What follows belongs to an exercise in optimizing a design on an open flow for small area and a short achievable clock period; a production flow would make more cautious choices.
Only simulation tests tie the RTL to the original design; equivalence was not proved.

==> flow/design.v <==
module eqController #(
    parameter int ADDR_WIDTH     = 6,
    parameter int GAIN_FRAC_BITS = 14
) (
    input  logic                  S_AXI_ACLK,
    input  logic                  S_AXI_ARESETN,
    input  logic                  wr,
    input  logic [ADDR_WIDTH-1:0] wrAddr,
    input  logic [31:0]           wrData,
    output logic                  adcReq,
    output logic [15:0]           adcCmd,
    input  logic                  adcAck,
    input  logic [15:0]           adcData,
    output logic                  dacReq,
    output logic [31:0]           dacWord,
    input  logic                  dacAck
);
    logic        enable;
    logic [15:0] gain0, gain1;
    logic        rst;
    logic        weEn, weG0, weG1;
    logic [15:0] gainIn;
    assign rst    = !S_AXI_ARESETN;
    assign weEn   = rst | (wr && wrAddr == ADDR_WIDTH'(4));
    assign weG0   = rst | (wr && wrAddr == ADDR_WIDTH'(6));
    assign weG1   = rst | (wr && wrAddr == ADDR_WIDTH'(7));
    assign gainIn = (wrData[15:0] & {16{~rst}}) | (16'h4000 & {16{rst}});
    always_ff @(posedge S_AXI_ACLK) begin
        if (weEn) enable <= wrData[0] & ~rst;
        if (weG0) gain0  <= gainIn;
        if (weG1) gain1  <= gainIn;
    end
    localparam logic [3:0] S_IDLE = 4'd0;
    localparam logic [3:0] S_AREQ = 4'd1;
    localparam logic [3:0] S_AREL = 4'd2;
    localparam logic [3:0] S_C0   = 4'd3;
    localparam logic [3:0] S_C1   = 4'd4;
    localparam logic [3:0] S_C2   = 4'd5;
    localparam logic [3:0] S_C3   = 4'd6;
    localparam logic [3:0] S_DREQ = 4'd7;
    localparam logic [3:0] S_DREL = 4'd8;
    localparam logic [3:0] S_N1   = 4'd9;
    localparam logic [3:0] S_NX   = 4'd10;
    logic [3:0] state;
    logic       chan;
    always_ff @(posedge S_AXI_ACLK) begin
        if (!S_AXI_ARESETN) begin
            state <= S_IDLE;
            chan  <= 1'b0;
        end else begin
            case (state)
                S_IDLE: if (enable) state <= S_AREQ;
                S_AREQ: if (adcAck) state <= S_AREL;
                S_AREL: if (!adcAck) state <= S_C0;
                S_C0:   state <= S_C1;
                S_C1:   state <= S_C2;
                S_C2:   state <= S_C3;
                S_C3:   state <= S_DREQ;
                S_DREQ: if (dacAck) state <= S_DREL;
                S_DREL: if (!dacAck) state <= S_N1;
                S_N1: begin
                    state <= S_NX;
                    chan  <= !chan;
                end
                S_NX:   state <= enable ? S_AREQ : S_IDLE;
                default: state <= S_IDLE;
            endcase
        end
    end
    assign adcReq = (state == S_AREQ);
    assign dacReq = (state == S_DREQ);
    logic [15:0] s;
    logic [16:0] sx;
    always_ff @(posedge S_AXI_ACLK) s <= {~adcData[15], adcData[14:0]};
    assign sx = {s[15], s};
    logic        hit;
    logic [15:0] gSel;
    logic [5:0]  gNextLo;
    assign hit     = wr && (wrAddr == ADDR_WIDTH'({5'd3, chan}));
    assign gSel    = chan ? gain1 : gain0;
    assign gNextLo = hit ? wrData[5:0] : gSel[5:0];
    logic [4:0] gT;
    always_ff @(posedge S_AXI_ACLK) gT <= gSel[15:11];
    logic [6:0] win;
    always_comb begin
        case (state)
            S_C0:    win = {gNextLo, 1'b0};
            S_C1:    win = gSel[11:5];
            default: win = {gT[4], gT[4], gT};
        endcase
    end
    logic [2:0] dNeg, dOne, dTwo;
    always_ff @(posedge S_AXI_ACLK) begin
        for (int k = 0; k < 3; k++) begin
            logic [2:0] w;
            w = win[2*k +: 3];
            dNeg[k] <= w[2] & ~(w[1] & w[0]);
            dOne[k] <= w[1] ^ w[0];
            dTwo[k] <= (w[2] & ~w[1] & ~w[0]) | (~w[2] & w[1] & w[0]);
        end
    end
    logic [16:0] p0, p1, p2;
    assign p0 = (({17{dOne[0]}} & sx) | ({17{dTwo[0]}} & {sx[15:0], 1'b0})) ^ {17{dNeg[0]}};
    assign p1 = (({17{dOne[1]}} & sx) | ({17{dTwo[1]}} & {sx[15:0], 1'b0})) ^ {17{dNeg[1]}};
    assign p2 = (({17{dOne[2]}} & sx) | ({17{dTwo[2]}} & {sx[15:0], 1'b0})) ^ {17{dNeg[2]}};
    logic [19:0] acc;
    logic        first;
    logic [15:0] A;
    logic        Ahi;
    always_ff @(posedge S_AXI_ACLK) first <= (state == S_C0);    
    always_comb begin
        A      = acc[19:4] & {16{~first}};
        A[4]   = first ? dNeg[2] : acc[8];
        A[10]  = first ? (gSel[11] & ~(gSel[10] & gSel[9])) : acc[14];
        Ahi    = ~A[15];
    end
    wire t0 = A[0] ^ p0[0];
    wire t1 = t0 ^ dNeg[0];
    wire t2 = t0 ? dNeg[0] : A[0];
    wire t3 = A[1] ^ p0[1];
    wire t4 = A[1] & p0[1];
    wire t5 = A[2] ^ p0[2];
    wire t6 = t5 ? p1[0] : A[2];
    wire t7 = t5 ^ (p1[0] ^ dNeg[1]);
    wire t8 = ~t7 & dNeg[1];
    wire t9 = A[3] ^ p0[3];
    wire t10 = t9 ? p1[1] : A[3];
    wire t11 = t9 ^ p1[1];
    wire t12 = t11 ^ t6;
    wire t13 = t11 & t6;
    wire t14 = A[4] ^ p0[4];
    wire t15 = t14 ? p1[2] : A[4];
    wire t16 = t14 ^ (p1[2] ^ p2[0]);
    wire t17 = t16 ^ t10;
    wire t18 = t16 ? t10 : p2[0];
    wire t19 = A[5] ^ p0[5];
    wire t20 = t19 ? p1[3] : A[5];
    wire t21 = t19 ^ (p1[3] ^ p2[1]);
    wire t22 = t21 ^ t15;
    wire t23 = t21 ? t15 : p2[1];
    wire t24 = A[6] ^ p0[6];
    wire t25 = t24 ? p1[4] : A[6];
    wire t26 = t24 ^ (p1[4] ^ p2[2]);
    wire t27 = t26 ^ t20;
    wire t28 = t26 ? t20 : p2[2];
    wire t29 = A[7] ^ p0[7];
    wire t30 = t29 ? p1[5] : A[7];
    wire t31 = t29 ^ (p1[5] ^ p2[3]);
    wire t32 = t31 ^ t25;
    wire t33 = t31 ? t25 : p2[3];
    wire t34 = A[8] ^ p0[8];
    wire t35 = t34 ? p1[6] : A[8];
    wire t36 = t34 ^ (p1[6] ^ p2[4]);
    wire t37 = t36 ^ t30;
    wire t38 = t36 ? t30 : p2[4];
    wire t39 = A[9] ^ p0[9];
    wire t40 = t39 ? p1[7] : A[9];
    wire t41 = t39 ^ (p1[7] ^ p2[5]);
    wire t42 = t41 ^ t35;
    wire t43 = t41 ? t35 : p2[5];
    wire t44 = A[10] ^ p0[10];
    wire t45 = t44 ? p1[8] : A[10];
    wire t46 = t44 ^ (p1[8] ^ p2[6]);
    wire t47 = t46 ^ t40;
    wire t48 = t46 ? t40 : p2[6];
    wire t49 = A[11] ^ p0[11];
    wire t50 = t49 ? p1[9] : A[11];
    wire t51 = t49 ^ (p1[9] ^ p2[7]);
    wire t52 = t51 ^ t45;
    wire t53 = t51 ? t45 : p2[7];
    wire t54 = A[12] ^ p0[12];
    wire t55 = t54 ? p1[10] : A[12];
    wire t56 = t54 ^ (p1[10] ^ p2[8]);
    wire t57 = t56 ^ t50;
    wire t58 = t56 ? t50 : p2[8];
    wire t59 = A[13] ^ p0[13];
    wire t60 = t59 ? p1[11] : A[13];
    wire t61 = t59 ^ (p1[11] ^ p2[9]);
    wire t62 = t61 ^ t55;
    wire t63 = t61 ? t55 : p2[9];
    wire t64 = A[14] ^ p0[14];
    wire t65 = t64 ? p1[12] : A[14];
    wire t66 = t64 ^ (p1[12] ^ p2[10]);
    wire t67 = t66 ^ t60;
    wire t68 = t66 ? t60 : p2[10];
    wire t69 = A[15] ^ p0[15];
    wire t70 = t69 ? p1[13] : A[15];
    wire t71 = t69 ^ (p1[13] ^ p2[11]);
    wire t72 = t71 ^ t65;
    wire t73 = t71 ? t65 : p2[11];
    wire t74 = Ahi ^ ~p0[16];
    wire t75 = t74 ? p1[14] : Ahi;
    wire t76 = t74 ^ (p1[14] ^ p2[12]);
    wire t77 = t76 ^ t70;
    wire t78 = t76 ? t70 : p2[12];
    wire t79 = p2[13] ^ ~p1[15];
    wire t80 = t79 ^ t75;
    wire t81 = t79 ? t75 : p2[13];
    wire t82 = ~p1[16] ^ p2[14];
    wire t83 = t82 ^ p1[15];
    wire t84 = t82 ? p1[15] : ~p1[16];
    wire [21:0] csaX = {1'b1, ~p2[16], ~p2[15], t83, t80, t77, t72, t67, t62, t57, t52, t47, t42, t37, t32, t27, t22, t17, t12, t7, t3, t1};
    wire [21:0] csaY = {1'b0, p2[15], t84, t81, t78, t73, t68, t63, t58, t53, t48, t43, t38, t33, t28, t23, t18, t13, t8, t4, t2, 1'b0};
    logic [21:0] sum;
    assign sum = csaX + csaY;
    always_ff @(posedge S_AXI_ACLK) begin
        if (state == S_C1 || state == S_C2 || state == S_C3) acc <= sum[21:2];
    end
    logic        ovf;
    logic [15:0] code;
    assign ovf  = (acc[17] != acc[16]) || (acc[17] != acc[15]);
    assign code = ovf ? {16{~acc[17]}} : {~acc[15], acc[14:0]};
    assign adcCmd  = {1'b1, chan, 14'd0};
    assign dacWord = {15'h0018, chan, code};
endmodule
Settings: LEC_CHECK=0, ABC_AREA=0, CAP_MARGIN=0, CORE_MARGIN=2, CORE_UTILIZATION=55, CTS_BUF_LIST=sky130_fd_sc_hd__clkbuf_4 sky130_fd_sc_hd__clkbuf_8, PLACE_DENSITY=0.75, SETUP_SLACK_MARGIN=3.5, SLEW_MARGIN=0, TNS_END_PERCENT=5; clock period 7.0 ns.
standard.sh (not shown) runs the stock make flow with config.mk's settings and CLKGATE_MAP_FILE= SYNTH_SCRIPT=/design/flow/synth_recipe.tcl, a recipe that flattens the netlist after the stock synthesis.
==> flow/flow/run.sh <==
#!/bin/bash
# The standard layout (standard.sh), with every port buffered by a buf_1 cell
# instead of the delay buffer that buffer_ports picks by default. The standard
# flow's own buffer_ports call places them (after global placement's
# remove_buffers), with this cell.
export BUFFER_PORTS_ARGS="-buffer_cell sky130_fd_sc_hd__buf_1"
bash standard.sh > standard.log 2>&1
Edit:
--- a/flow/design.v
+++ b/flow/design.v
@@ -119,80 +119,80 @@
     wire t2 = t0 ? dNeg[0] : A[0];
     wire t3 = A[1] ^ p0[1];
     wire t4 = A[1] & p0[1];
     wire t5 = A[2] ^ p0[2];
     wire t6 = t5 ? p1[0] : A[2];
-    wire t7 = t5 ^ (p1[0] ^ dNeg[1]);
+    wire t7 = t5 ^ p1[0] ^ dNeg[1];
     wire t8 = ~t7 & dNeg[1];
     wire t9 = A[3] ^ p0[3];
     wire t10 = t9 ? p1[1] : A[3];
     wire t11 = t9 ^ p1[1];
     wire t12 = t11 ^ t6;
     wire t13 = t11 & t6;
     wire t14 = A[4] ^ p0[4];
     wire t15 = t14 ? p1[2] : A[4];
-    wire t16 = t14 ^ (p1[2] ^ p2[0]);
+    wire t16 = t14 ^ p1[2] ^ p2[0];
     wire t17 = t16 ^ t10;
     wire t18 = t16 ? t10 : p2[0];
     wire t19 = A[5] ^ p0[5];
     wire t20 = t19 ? p1[3] : A[5];
-    wire t21 = t19 ^ (p1[3] ^ p2[1]);
+    wire t21 = t19 ^ p1[3] ^ p2[1];
     wire t22 = t21 ^ t15;
     wire t23 = t21 ? t15 : p2[1];
     wire t24 = A[6] ^ p0[6];
     wire t25 = t24 ? p1[4] : A[6];
-    wire t26 = t24 ^ (p1[4] ^ p2[2]);
+    wire t26 = t24 ^ p1[4] ^ p2[2];
     wire t27 = t26 ^ t20;
     wire t28 = t26 ? t20 : p2[2];
     wire t29 = A[7] ^ p0[7];
     wire t30 = t29 ? p1[5] : A[7];
-    wire t31 = t29 ^ (p1[5] ^ p2[3]);
+    wire t31 = t29 ^ p1[5] ^ p2[3];
     wire t32 = t31 ^ t25;
     wire t33 = t31 ? t25 : p2[3];
     wire t34 = A[8] ^ p0[8];
     wire t35 = t34 ? p1[6] : A[8];
-    wire t36 = t34 ^ (p1[6] ^ p2[4]);
+    wire t36 = t34 ^ p1[6] ^ p2[4];
     wire t37 = t36 ^ t30;
     wire t38 = t36 ? t30 : p2[4];
     wire t39 = A[9] ^ p0[9];
     wire t40 = t39 ? p1[7] : A[9];
-    wire t41 = t39 ^ (p1[7] ^ p2[5]);
+    wire t41 = t39 ^ p1[7] ^ p2[5];
     wire t42 = t41 ^ t35;
     wire t43 = t41 ? t35 : p2[5];
     wire t44 = A[10] ^ p0[10];
     wire t45 = t44 ? p1[8] : A[10];
-    wire t46 = t44 ^ (p1[8] ^ p2[6]);
+    wire t46 = t44 ^ p1[8] ^ p2[6];
     wire t47 = t46 ^ t40;
     wire t48 = t46 ? t40 : p2[6];
     wire t49 = A[11] ^ p0[11];
     wire t50 = t49 ? p1[9] : A[11];
-    wire t51 = t49 ^ (p1[9] ^ p2[7]);
+    wire t51 = t49 ^ p1[9] ^ p2[7];
     wire t52 = t51 ^ t45;
     wire t53 = t51 ? t45 : p2[7];
     wire t54 = A[12] ^ p0[12];
     wire t55 = t54 ? p1[10] : A[12];
-    wire t56 = t54 ^ (p1[10] ^ p2[8]);
+    wire t56 = t54 ^ p1[10] ^ p2[8];
     wire t57 = t56 ^ t50;
     wire t58 = t56 ? t50 : p2[8];
     wire t59 = A[13] ^ p0[13];
     wire t60 = t59 ? p1[11] : A[13];
-    wire t61 = t59 ^ (p1[11] ^ p2[9]);
+    wire t61 = t59 ^ p1[11] ^ p2[9];
     wire t62 = t61 ^ t55;
     wire t63 = t61 ? t55 : p2[9];
     wire t64 = A[14] ^ p0[14];
     wire t65 = t64 ? p1[12] : A[14];
-    wire t66 = t64 ^ (p1[12] ^ p2[10]);
+    wire t66 = t64 ^ p1[12] ^ p2[10];
     wire t67 = t66 ^ t60;
     wire t68 = t66 ? t60 : p2[10];
     wire t69 = A[15] ^ p0[15];
     wire t70 = t69 ? p1[13] : A[15];
-    wire t71 = t69 ^ (p1[13] ^ p2[11]);
+    wire t71 = t69 ^ p1[13] ^ p2[11];
     wire t72 = t71 ^ t65;
     wire t73 = t71 ? t65 : p2[11];
     wire t74 = Ahi ^ ~p0[16];
     wire t75 = t74 ? p1[14] : Ahi;
-    wire t76 = t74 ^ (p1[14] ^ p2[12]);
+    wire t76 = t74 ^ p1[14] ^ p2[12];
     wire t77 = t76 ^ t70;
     wire t78 = t76 ? t70 : p2[12];
     wire t79 = p2[13] ^ ~p1[15];
     wire t80 = t79 ^ t75;
     wire t81 = t79 ? t75 : p2[13];
Result: The changed run completed without violations; area after synthesis goes up by 0.61%; wire length decreases by 7.5%; sequential share of layout area rises by 0.60 points; critical path depth came out lower by 1; core utilization is lower by 1.3 points; worst setup slack is better by 15 ps.

[static timing again, ports no longer ideal]
In the flow no input, the clock included, has a driving cell. The finished layouts below were timed again as built, in two steps.
Step 1, drivers: a clkbuf_16 drives S_AXI_ACLK and a buf_2 each remaining input, both assumed.
Step 2 moves the port delays by t, midway between the first and last clock arrival at a register: inputs arrive t later, outputs are due t later. That takes back most of the time a late clock gives input paths.
Three values: ideal, step 1, step 2; two values: the first two.
run	shift t [ns]	setup slack, ns	worst slew at a driven data input, ns
the first run	0.408	3.518 / 3.518 / 3.518	0.03
the second run	0.397	3.533 / 3.533 / 3.533	0.04
After both steps every run listed still meets setup and hold.
